This is an optimization exercise on Yosys and OpenROAD, whose aim is small area, a short achievable clock period and few clock cycles, not a production implementation. Function was checked by simulation only, so behaviour that the tests miss may differ from the original.

==> flow/design.v, too long to show whole: its modules and the start of the top module <==
// module cosinos_datapath: 2585 lines
// module cosinos_core: 55 lines
module cosinos_core (
  input  logic            clk,
  input  logic            rst,
  input  logic            start,
  input  logic [cosinos_pkg::X_W-1:0]  x,
  input  logic [cosinos_pkg::Y_W-1:0]  y,
  output logic [1:0]      intpart,
  output logic [7:0]      fracpart,
  output logic            done
);
  // ...
==> flow/run.sh <==
#!/bin/bash
# synth_recipe.tcl (not shown) runs the flow's synth.tcl, then flattens the netlist and writes it again
# the make line also repeats each setting of config.mk as NAME=value (left out here)
make -C /OpenROAD-flow-scripts/flow DESIGN_CONFIG=/design/flow/config.mk WORK_HOME=/design/flow/orfs CLKGATE_MAP_FILE= SYNTH_SCRIPT=/design/flow/synth_recipe.tcl finish
==> flow/config.mk <==
export PLATFORM = sky130hd
export DESIGN_NAME = cosinos_core
export DESIGN_NICKNAME = cosinos_core
export VERILOG_FILES = /design/flow/design.v
export SDC_FILE = /design/flow/constraint.sdc
export NUM_CORES = 4
export LEC_CHECK = 0
export CAP_MARGIN = 20
export CORE_MARGIN = 2
export CORE_UTILIZATION = 40
export SLEW_MARGIN = 20
==> flow/constraint.sdc <==
create_clock -name core_clock -period 11.0 [get_ports {clk}]
set_input_delay 2.2000 -clock core_clock [delete_from_list [all_inputs] [get_ports {clk}]]
set_output_delay 2.2000 -clock core_clock [all_outputs]
set_load 0.01 [all_outputs]
==> run summary, run 1 <==
- Fraction of registers with async set or reset after synthesis: 0
- Endpoint class of the critical path: flop
- Detailed-route wire length: 76,500 microns
- Clock-pin transition on the worst setup and hold timing paths: roughly 0.07 ns
- Layer with the highest usage: met2
- Largest registers: u_dp.u (21), u_dp.sum (18)
- Vert. Die Dim: 251 microns
- Reg2reg end: pend
- Count of flip-flops and latches: ~80
- Post-synth design cell area: 24,300 sq um
- Post-synthesis xor/xnor area fraction: 0.134
- Worst-Margin Slew: about 1.1 ns
- Number of inserted filler cells in the final layout: around 5.7k
- Final count of negative-setup-slack endpoints: 5
- RD Place Congestion: between 0.9 and 1
- Worst EP required: around 11 ns
- # Post-CTS Setup Buffers: 29
- Simple-Gate Fraction of Synth Area: 0.105
- CTS H-tree depth: 3
- Failed layout checks: setup timing
- Critical path origin: u_dp.m1_two[5]
- Number of cells on the worst reg-to-reg path: 50
- Routing usage on met3: 0.0218
- Number of DRC markers after the initial detailed-route iteration: between 1.5k and 2k
- Kind of start point of the critical path: flop
- I/O pin count: 32
- Count of cell types in the netlist: between 90 and 100
- Status: failed layout checks
- Cell type with the highest aggregate area in the netlist: fa_1
- Final worst slack: -0.833 ns
- Clk tree area frac: 0.00933
- Post-layout nets: roughly 3.7k
- Buffers & Inverters on Critical Path: 11
- Combinational family with the most area after synthesis: adder cells
- Most frequent cell after synthesis: inv_1
- Clock buffer cells: 9
- Post-synthesis adder-cell area fraction: 0.369
- Worst clock skew: approximately 0.0084 ns
- Finished layout cell area: approximately 30,000 sq um
- Flop and latch count out of synthesis: approximately 80
- Most common library cell in the layout ignoring fill and taps: buf_4
- Synth top area share: 0.243
- Wire length of the first global-routing pass: 122,000 microns
Testbench counts, summed over its fixed seeds: cycles 11,515.
==> module cosinos_core, before the edit <==
module cosinos_core (
  input  logic            clk,
  input  logic            rst,
  input  logic            start,
  input  logic [cosinos_pkg::X_W-1:0]  x,
  input  logic [cosinos_pkg::Y_W-1:0]  y,
  output logic [1:0]      intpart,
  output logic [7:0]      fracpart,
  output logic            done
);
  logic       busy;     
  logic       pend;     
  logic [2:0] n;        
  logic       stop1;
  logic       stop;
  logic [cosinos_pkg::SUM_W-1:0] sum;
  cosinos_datapath u_dp (
    .clk   (clk),
    .start (start),
    .pend  (pend),
    .x     (x),
    .y     (y),
    .n     (n),
    .stop1 (stop1),
    .stop  (stop),
    .sum   (sum)
  );
  assign intpart  = sum[17:16];
  assign fracpart = sum[15:8];
  always_ff @(posedge clk) begin
    if (rst) begin
      busy <= 1'b0;
      pend <= 1'b0;
      done <= 1'b0;
    end else if (start) begin
      busy <= ~stop1;
      pend <= ~stop1;
      done <= stop1;
    end else if (busy) begin
      if (stop || n == 3'd0) begin
        busy <= 1'b0;
        pend <= 1'b0;
        done <= 1'b1;
      end else begin
        pend <= 1'b1;
      end
    end else begin
      pend <= 1'b0;
    end
  end
  always_ff @(posedge clk) begin
    if (start) n <= 3'd1;
    else       n <= n + 3'd1;
  end
endmodule
==> run 2, diff against run 1 <==
--- a/flow/design.v
+++ b/flow/design.v
@@ -4,34 +4,31 @@
   localparam int INT_W  = 24;
   localparam int X2_W   = 20;
   localparam int FRAC_W = 16;
   localparam int SUM_W  = 18;    
 endpackage
 module cosinos_datapath (
   input  logic        clk,
   input  logic        start,    
-  input  logic        pend,     
+  input  logic        add,      
   input  logic [9:0]  x,
   input  logic [7:0]  y,
   input  logic [2:0]  n,        
-  output logic        stop1,    
-  output logic        stop,     
+  output logic        stop_u,   
   output logic [17:0] sum
 );
   logic [7:0]         y_r;
   logic signed [20:0] u;
   logic [10:0]        m1_one, m1_two, m1_neg;
   logic [19:0]        x2_in, sq_s, sq_c;
   logic [10:0]        m1_one_in, m1_two_in, m1_neg_in;
   logic [39:0]        a_s, a_c, a_sum;
   logic signed [23:0] p;
-  logic [37:0]        b_s, b_c;
-  logic [16:0]        b_lo;
-  logic [21:0]        b_hi, lt_v, gt_v, thr_n, thr_pm1;
+  logic [36:0]        b_s, b_c, b_sum;
   logic [6:0]         m2_one, m2_two, m2_neg;
   always_comb begin
     case (n)
       3'd1: begin m2_one = 7'b1111111; m2_two = 7'b0000000; m2_neg = 7'b0000000; end
       3'd2: begin m2_one = 7'b1010101; m2_two = 7'b0101010; m2_neg = 7'b0101010; end
       3'd3: begin m2_one = 7'b0110110; m2_two = 7'b0001001; m2_neg = 7'b0001001; end
       3'd4: begin m2_one = 7'b0111000; m2_two = 7'b0000110; m2_neg = 7'b0011010; end
       3'd5: begin m2_one = 7'b0000100; m2_two = 7'b0010000; m2_neg = 7'b0000100; end
@@ -2455,18 +2452,18 @@
   assign w1134 = w1070 ^ w1013 ^ w1069;
   assign w1135 = (w1070 & w1013) | (w1070 & w1069) | (w1013 & w1069);
   assign w1136 = w1072 ^ 1'b1 ^ w1071;
   assign w1137 = (w1072 & 1'b1) | (w1072 & w1071) | (1'b1 & w1071);
   assign w1138 = w827 ^ w850 ^ w1073;
   assign w1139 = (w827 & w850) | (w827 & w1073) | (w850 & w1073);
   assign w1140 = w851 ^ 1'b1;
   assign w1141 = w851 & 1'b1;
-  assign b_s = {1'b1, w853, w1140, w1138, w1136, w1134, w1132, w1130, w1128, w1126, w1124, w1122, w1120, w1118, w1116, w1114, w1112, w1110, w1108, w1106, w1104, w1102, w1100, w1098, w1096, w1094, w1092, w1090, w1088, w1086, w1084, w1082, w1080, w1078, w1076, w1074, w673, w672};
-  assign b_c = {1'b0, w1141, w1139, w1137, w1135, w1133, w1131, w1129, w1127, w1125, w1123, w1121, w1119, w1117, w1115, w1113, w1111, w1109, w1107, w1105, w1103, w1101, w1099, w1097, w1095, w1093, w1091, w1089, w1087, w1085, w1083, w1081, w1079, w1077, w1075, m2_neg[1], 1'b0, m2_neg[0]};
+  assign b_s = {w853, w1140, w1138, w1136, w1134, w1132, w1130, w1128, w1126, w1124, w1122, w1120, w1118, w1116, w1114, w1112, w1110, w1108, w1106, w1104, w1102, w1100, w1098, w1096, w1094, w1092, w1090, w1088, w1086, w1084, w1082, w1080, w1078, w1076, w1074, w673, w672};
+  assign b_c = {w1141, w1139, w1137, w1135, w1133, w1131, w1129, w1127, w1125, w1123, w1121, w1119, w1117, w1115, w1113, w1111, w1109, w1107, w1105, w1103, w1101, w1099, w1097, w1095, w1093, w1091, w1089, w1087, w1085, w1083, w1081, w1079, w1077, w1075, m2_neg[1], 1'b0, m2_neg[0]};
   assign w1142 = x[0] & x[1];
   assign w1143 = x[0] & x[2];
   assign w1144 = x[0] & x[3];
   assign w1145 = x[0] & x[4];
   assign w1146 = x[0] & x[5];
   assign w1147 = x[0] & x[6];
   assign w1148 = x[0] & x[7];
   assign w1149 = x[0] & x[8];
@@ -2561,88 +2558,81 @@
   assign w1238 = (w1215 & x[7]) | (w1215 & w1214) | (x[7] & w1214);
   assign w1239 = w1180 ^ w1182 ^ w1216;
   assign w1240 = (w1180 & w1182) | (w1180 & w1216) | (w1182 & w1216);
   assign w1241 = w1183 ^ w1184 ^ x[8];
   assign w1242 = (w1183 & w1184) | (w1183 & x[8]) | (w1184 & x[8]);
   assign sq_s = {1'b0, w1186, w1185, w1241, w1239, w1237, w1235, w1233, w1231, w1229, w1227, w1225, w1223, w1221, w1219, w1217, w1143, w1142, 1'b0, x[0]};
   assign sq_c = {1'b0, x[9], w1242, w1240, w1238, w1236, w1234, w1232, w1230, w1228, w1226, w1224, w1222, w1220, w1218, x[2], 1'b0, x[1], 1'b0, 1'b0};
   assign x2_in = sq_s + sq_c;
-  assign stop1 = (x2_in[19:9] < {3'd0, y});
-  assign thr_n   = -{6'd0, y_r, 8'd0};
-  assign thr_pm1 = {6'd0, y_r, 8'd0} - 22'd1;
-  assign b_lo = {1'b0, b_s[15:0]} + {1'b0, b_c[15:0]};
-  assign b_hi = b_s[37:16] + b_c[37:16] + {21'd0, b_lo[16]};
-  assign lt_v = b_s[37:16] + b_c[37:16] + thr_n   + {21'd0, b_lo[16]};
-  assign gt_v = b_s[37:16] + b_c[37:16] + thr_pm1 + {21'd0, b_lo[16]};
-  assign stop = lt_v[21] & ~gt_v[21];
+  assign b_sum = b_s + b_c;
+  assign stop_u = ($signed(u[20:8]) < $signed({5'd0, y_r}))
+                & ($signed(u) + $signed({5'd0, y_r, 8'd0}) > 21'sd0);
   always_ff @(posedge clk) begin
     if (start) begin
       y_r    <= y;
       m1_one <= m1_one_in;
       m1_two <= m1_two_in;
       m1_neg <= m1_neg_in;
     end
   end
   always_ff @(posedge clk) begin
     if (start) u <= {2'b00, x2_in[19:1]};
-    else       u <= b_hi[20:0];
+    else       u <= b_sum[36:16];
   end
   always_ff @(posedge clk) begin
-    if (start)     sum <= 18'h10000;
-    else if (pend) sum <= sum - u[17:0];
+    if (start)    sum <= 18'h10000;
+    else if (add) sum <= sum - u[17:0];
   end
 endmodule
 module cosinos_core (
   input  logic            clk,
   input  logic            rst,
   input  logic            start,
   input  logic [cosinos_pkg::X_W-1:0]  x,
   input  logic [cosinos_pkg::Y_W-1:0]  y,
   output logic [1:0]      intpart,
   output logic [7:0]      fracpart,
   output logic            done
 );
   logic       busy;     
-  logic       pend;     
+  logic       have;     
+  logic       fin;      
   logic [2:0] n;        
-  logic       stop1;
-  logic       stop;
+  logic       stop_u;
+  logic       last;
   logic [cosinos_pkg::SUM_W-1:0] sum;
+  assign last = stop_u | fin;
   cosinos_datapath u_dp (
-    .clk   (clk),
-    .start (start),
-    .pend  (pend),
-    .x     (x),
-    .y     (y),
-    .n     (n),
-    .stop1 (stop1),
-    .stop  (stop),
-    .sum   (sum)
+    .clk    (clk),
+    .start  (start),
+    .add    (busy & ~last),
+    .x      (x),
+    .y      (y),
+    .n      (n),
+    .stop_u (stop_u),
+    .sum    (sum)
   );
+  assign done     = have | (busy & last);
   assign intpart  = sum[17:16];
   assign fracpart = sum[15:8];
   always_ff @(posedge clk) begin
     if (rst) begin
       busy <= 1'b0;
-      pend <= 1'b0;
-      done <= 1'b0;
+      have <= 1'b0;
+      fin  <= 1'b0;
     end else if (start) begin
-      busy <= ~stop1;
-      pend <= ~stop1;
-      done <= stop1;
+      busy <= 1'b1;
+      have <= 1'b0;
+      fin  <= 1'b0;
     end else if (busy) begin
-      if (stop || n == 3'd0) begin
+      if (last) begin
         busy <= 1'b0;
-        pend <= 1'b0;
-        done <= 1'b1;
-      end else begin
-        pend <= 1'b1;
+        have <= 1'b1;
       end
-    end else begin
-      pend <= 1'b0;
+      fin <= ~last & (n == 3'd0);
     end
   end
   always_ff @(posedge clk) begin
     if (start) n <= 3'd1;
     else       n <= n + 3'd1;
   end
 endmodule
==> run summary, run 2 <==
- Sequential fraction of the synthesis area: 0.0859 (was 0.0818)
- CTS tree: built (unchanged)
- Number of clock sinks: 82 (was 81)
- Area of the core: 57,800 sq um (was 60,200 sq um)
- Count of cell types in the netlist: 87 (was 93)
- Synth top area share: 0.252 (was 0.243)
- Port bufs: 31 (unchanged)
- I/O pin count: 32 (unchanged)
- Total area of multi-input combinational cells: 19,400 sq um (was 21,000 sq um)
- CTS Hold Buffers Added: 0 (unchanged)
- Prevailing post-synth register cell: dfxtp_1 (unchanged)
- RD Place Congestion: 0.909 (was 0.918)
- Worst path arrival time: 10.99 ns (was 12.07 ns)
- Largest registers: u_dp.u (21), u_dp.sum (18), u_dp.m1_neg (11) (was u_dp.u (21), u_dp.sum (18))
- Seq. cell area: 2020 sq um (was 2000 sq um)
- Ant diodes: 0 (unchanged)
- CTS H-tree depth: 3 (unchanged)
- Place WS: -0.225 ns (was -1.18 ns)
- Critical path's largest stage delay: 0.54 ns (was 0.55 ns)
- Reg2reg start: u_dp.m1_one[1] (was u_dp.m1_two[5])
- Horizontal die dimension: 246 microns (was 251 microns)
- Placed inst area: 24,900 sq um (was 28,500 sq um)
- Class of the tightest hold or removal check: flop to flop (unchanged)
- Remaining antenna violation count after routing: 0 (unchanged)
- Endpoint class of the critical path: flop (unchanged)
- Wire length of the first global-routing pass: 116,000 microns (was 122,000 microns)
- Syn Area/Cell: 8.56 sq um (was 8.50 sq um)
- Die Area: 60,500 sq um (was 62,800 sq um)
- Number of remaining DRC errors: 0 (unchanged)
- Largest cells by area after synthesis: fa_1 25%, ha_1 11%, xnor2_1 9.0% (was fa_1 24%, ha_1 13%, xnor2_1 9.4%)
- Post-layout nets: 3,254 (was 3,699)
- Max-cap violations: 0 (unchanged)
- Post-route worst hold slack: 0.438 ns (was 0.442 ns)
- Placed wire-length estimate: 54,700 microns (was 61,400 microns)
- Initial Util: 0.405 (was 0.404)
- Min-Delay Endpoint: n[0] (unchanged)
- Via count: 20.5k (was 21.9k)
- Worst Hold Launch: n[0] (unchanged)
- Most frequent cell after synthesis: inv_1 (unchanged)
- Detailed-route vias per instance: 5.87 (was 5.57)
- Pin count of the biggest net entering global routing: 66 (unchanged)
- Flop and latch count out of synthesis: 82 (was 81)
- Final clock period utilization by the worst path: 0.972 (was 1.08)
- Worst clock skew: 0.0139 ns (was 0.00842 ns)
- Fraction of registers with async set or reset after synthesis: 0 (unchanged)
- Finished layout cell area: 25,900 sq um (was 29,800 sq um)
- Syn. warnings: 2 (unchanged)
- Post-synth design cell area: 23,400 sq um (was 24,300 sq um)
- Inst Count DP: 3,451 (was 3,871)
- Layout area overhead: 10.7% (was 22.3%)
- Vert. Die Dim: 246 microns (was 251 microns)
- Largest register FFs: 21 (unchanged)
- Inserted Clock Buffers: 9 (unchanged)
- Count of TritonRoute iterations in the first routing pass: 8 (was 5)
- Number of DRC markers after the initial detailed-route iteration: 1,502 (was 1,580)
- Syn Inst Count: 2,735 (was 2,865)
- Crit Path Max Fanout: 6 (was 9)
- Final worst slack: 0.306 ns (was -0.833 ns)
- Reg-to-reg slack, setup: 0.31 ns (was -0.83 ns)
- Layout cells sized above 1: 0.108 (was 0.226)
- Row cnt: 88 (was 90)
- RSZ-0062 raised after global routing: yes (unchanged)
- Register name with the most flops: u_dp.u (unchanged)
- Count of cells along the worst hold path: 1 (unchanged)
- Highest-count cells in the layout ignoring fill and taps: 407 x inv_1, 293 x fa_1, 237 x xnor2_1, 198 x ha_1, 175 x a22oi_1 (was 413 x buf_4, 411 x inv_1, 289 x fa_1, 253 x xnor2_1, 222 x ha_1)
- Clk buf depth: 2 (unchanged)
- Number of enable-type register cells in the synthesized netlist: 37 (unchanged)
- Cell type group with the largest total delay on the critical path: adder cells (unchanged)
- Most frequent cell on the critical path: fa_1 (unchanged)
- Reg2reg end: u_dp.u[20] (was pend)
- Final Max Slew Viols: 0 (unchanged)
- Min Tclk post-route: 10.69 ns (was 11.83 ns)
- Number of cells on the worst reg-to-reg path: 42 (was 50)
- Cell type with the highest aggregate area in the netlist: fa_1 (unchanged)
- Global routing usage summed across all routing layers: 0.242 (about the same)
- Synth Net Count: 3,261 (was 3,427)
- Number of inserted filler cells in the final layout: 5,618 (was 5,706)
- Slew headroom: 0.411 (was 0.250)
- Non-filler cells, final: 3,498 (was 3,924)
- Buffers & Inverters on Critical Path: 10 (was 11)
- Total overflow reported by the global router: 0 (unchanged)
- Number of global-route vias before repair: 21.2k (was 22.2k)
- Critical-path top delay cell: fa_1 (unchanged)
- Detail-routed net length per standard cell: 20.8 microns (was 19.5 microns)
- Kind of start point of the critical path: flop (unchanged)
- Setup CP Type: flop to flop (unchanged)
- Final core utilization: 0.448 (was 0.494)
- Final hold vios: 0 (unchanged)
- Worst EP required: 11.30 ns (was 11.24 ns)
- Final count of negative-setup-slack endpoints: 0 (was 5)
- Status: finished clean (was failed layout checks)
- Commonest cells in the synthesized netlist: 407 x inv_1, 295 x fa_1, 240 x xnor2_1, 210 x ha_1, 180 x a22oi_1 (was 421 x inv_1, 296 x fa_1, 261 x xnor2_1, 245 x ha_1, 182 x a22oi_1)
- Clock latency (worst-skew pair): 0.37 ns (was 0.35 ns)
- Antenna violations before repair: 1 (unchanged)
- Worst-Margin Slew: 0.876 ns (was 1.13 ns)
- Detailed-route wire length: 72,900 microns (was 76,500 microns)
- Clock-pin transition on the worst setup and hold timing paths: 0.07 ns (about the same)
- Maximum frequency from static timing analysis: 93.5 MHz (was 84.5 MHz)
- Most common library cell in the layout ignoring fill and taps: inv_1 (was buf_4)
- Clock tree root driver cell: clkbuf_16 (unchanged)
## run 2: per-layer routing
metal	vias up	share of wire	track usage
met5	-	0	0
met4	0	0.042	0.106
met3	174	0.070	0.0347
met2	840	0.48	0.404
met1	10200	0.41	0.312
li1	9270	-	-
## run 2: worst max-delay path by stage
stage / from / to / cells past startpoint
after floorplan: u_dp.m1_neg[4] / u_dp.u[17] / 39
after global placement: u_dp.m1_one[1] / u_dp.u[15] / 40
after detailed placement: u_dp.u[13] / u_dp.u[15] / 40
after CTS: u_dp.m1_one[1] / u_dp.u[17] / 39
after global routing: u_dp.m1_one[1] / u_dp.u[19] / 40
final: u_dp.m1_one[1] / u_dp.u[20] / 42
## run 2: layout make-up
type	count	share of cell area
Sequential cell	82	0.0779
Tap cell	765	0.0369
Inverter	409	0.0592
Timing Repair Buffer	200	0.0660
Multi-Input combinational cell	2026	0.748
Clock inverter	7	0.00280
Clock buffer	9	0.00869
## run 2: per-stage QoR
step | TNS [ns]
3_5_place_dp | -0.592
6_report | 0
3_3_place_gp | -0.0640
4_1_cts | 0
2_1_floorplan | 0
5_1_grt | -0.853
## run 2: repair_timing
item                       4_1_cts  5_1_grt
setup endpoints to repair       10       16
resized for setup                9       85
pin swaps                        0       39
buffers inserted                 0       30
## run 2: cells by family (layout without fill, tap and decap cells)
| kind of cell | after synthesis | after routing | share of synthesized area |
|---|---|---|---|
| XOR/XNOR | 318 | 318 | 0.120 |
| buffers and inverters | 627 | 625 | 0.104 |
| AO/OA/AOI/OAI | 730 | 730 | 0.217 |
| multiplexers | 26 | 26 | 0.0115 |
| flip-flops | 82 | 82 | 0.0859 |
| AND/OR/NAND/NOR | 447 | 447 | 0.0972 |
| adder cells (fa/ha/maj) | 505 | 505 | 0.364 |
Testbench counts of run 2, summed over its fixed seeds: cycles 11,515.

-- static timing again, ports no longer ideal --
How much do the figures lean on ideal ports? The routed layouts below were timed once more, with nothing changed but the port constraints. Step 1 (the two cells are an assumption about what drives the block):
set clk [get_ports {clk}]
set_driving_cell -lib_cell sky130_fd_sc_hd__clkbuf_16 $clk
set_driving_cell -lib_cell sky130_fd_sc_hd__buf_2 [delete_from_list [all_inputs] $clk]
Step 2 also shifts input and output timing later by t, the mid clock arrival at the registers, as if the neighbouring blocks saw the same clock. a / b / c = ideal / step 1 / step 2; a / b = the first two.
run | t, ns | setup slack, ns | worst data-port slew with drivers (ns)
run 1 | 0.397 | -0.833 / -0.833 / -0.833 | 0.07
run 2 | 0.412 | 0.306 / 0.306 / 0.306 | 0.05
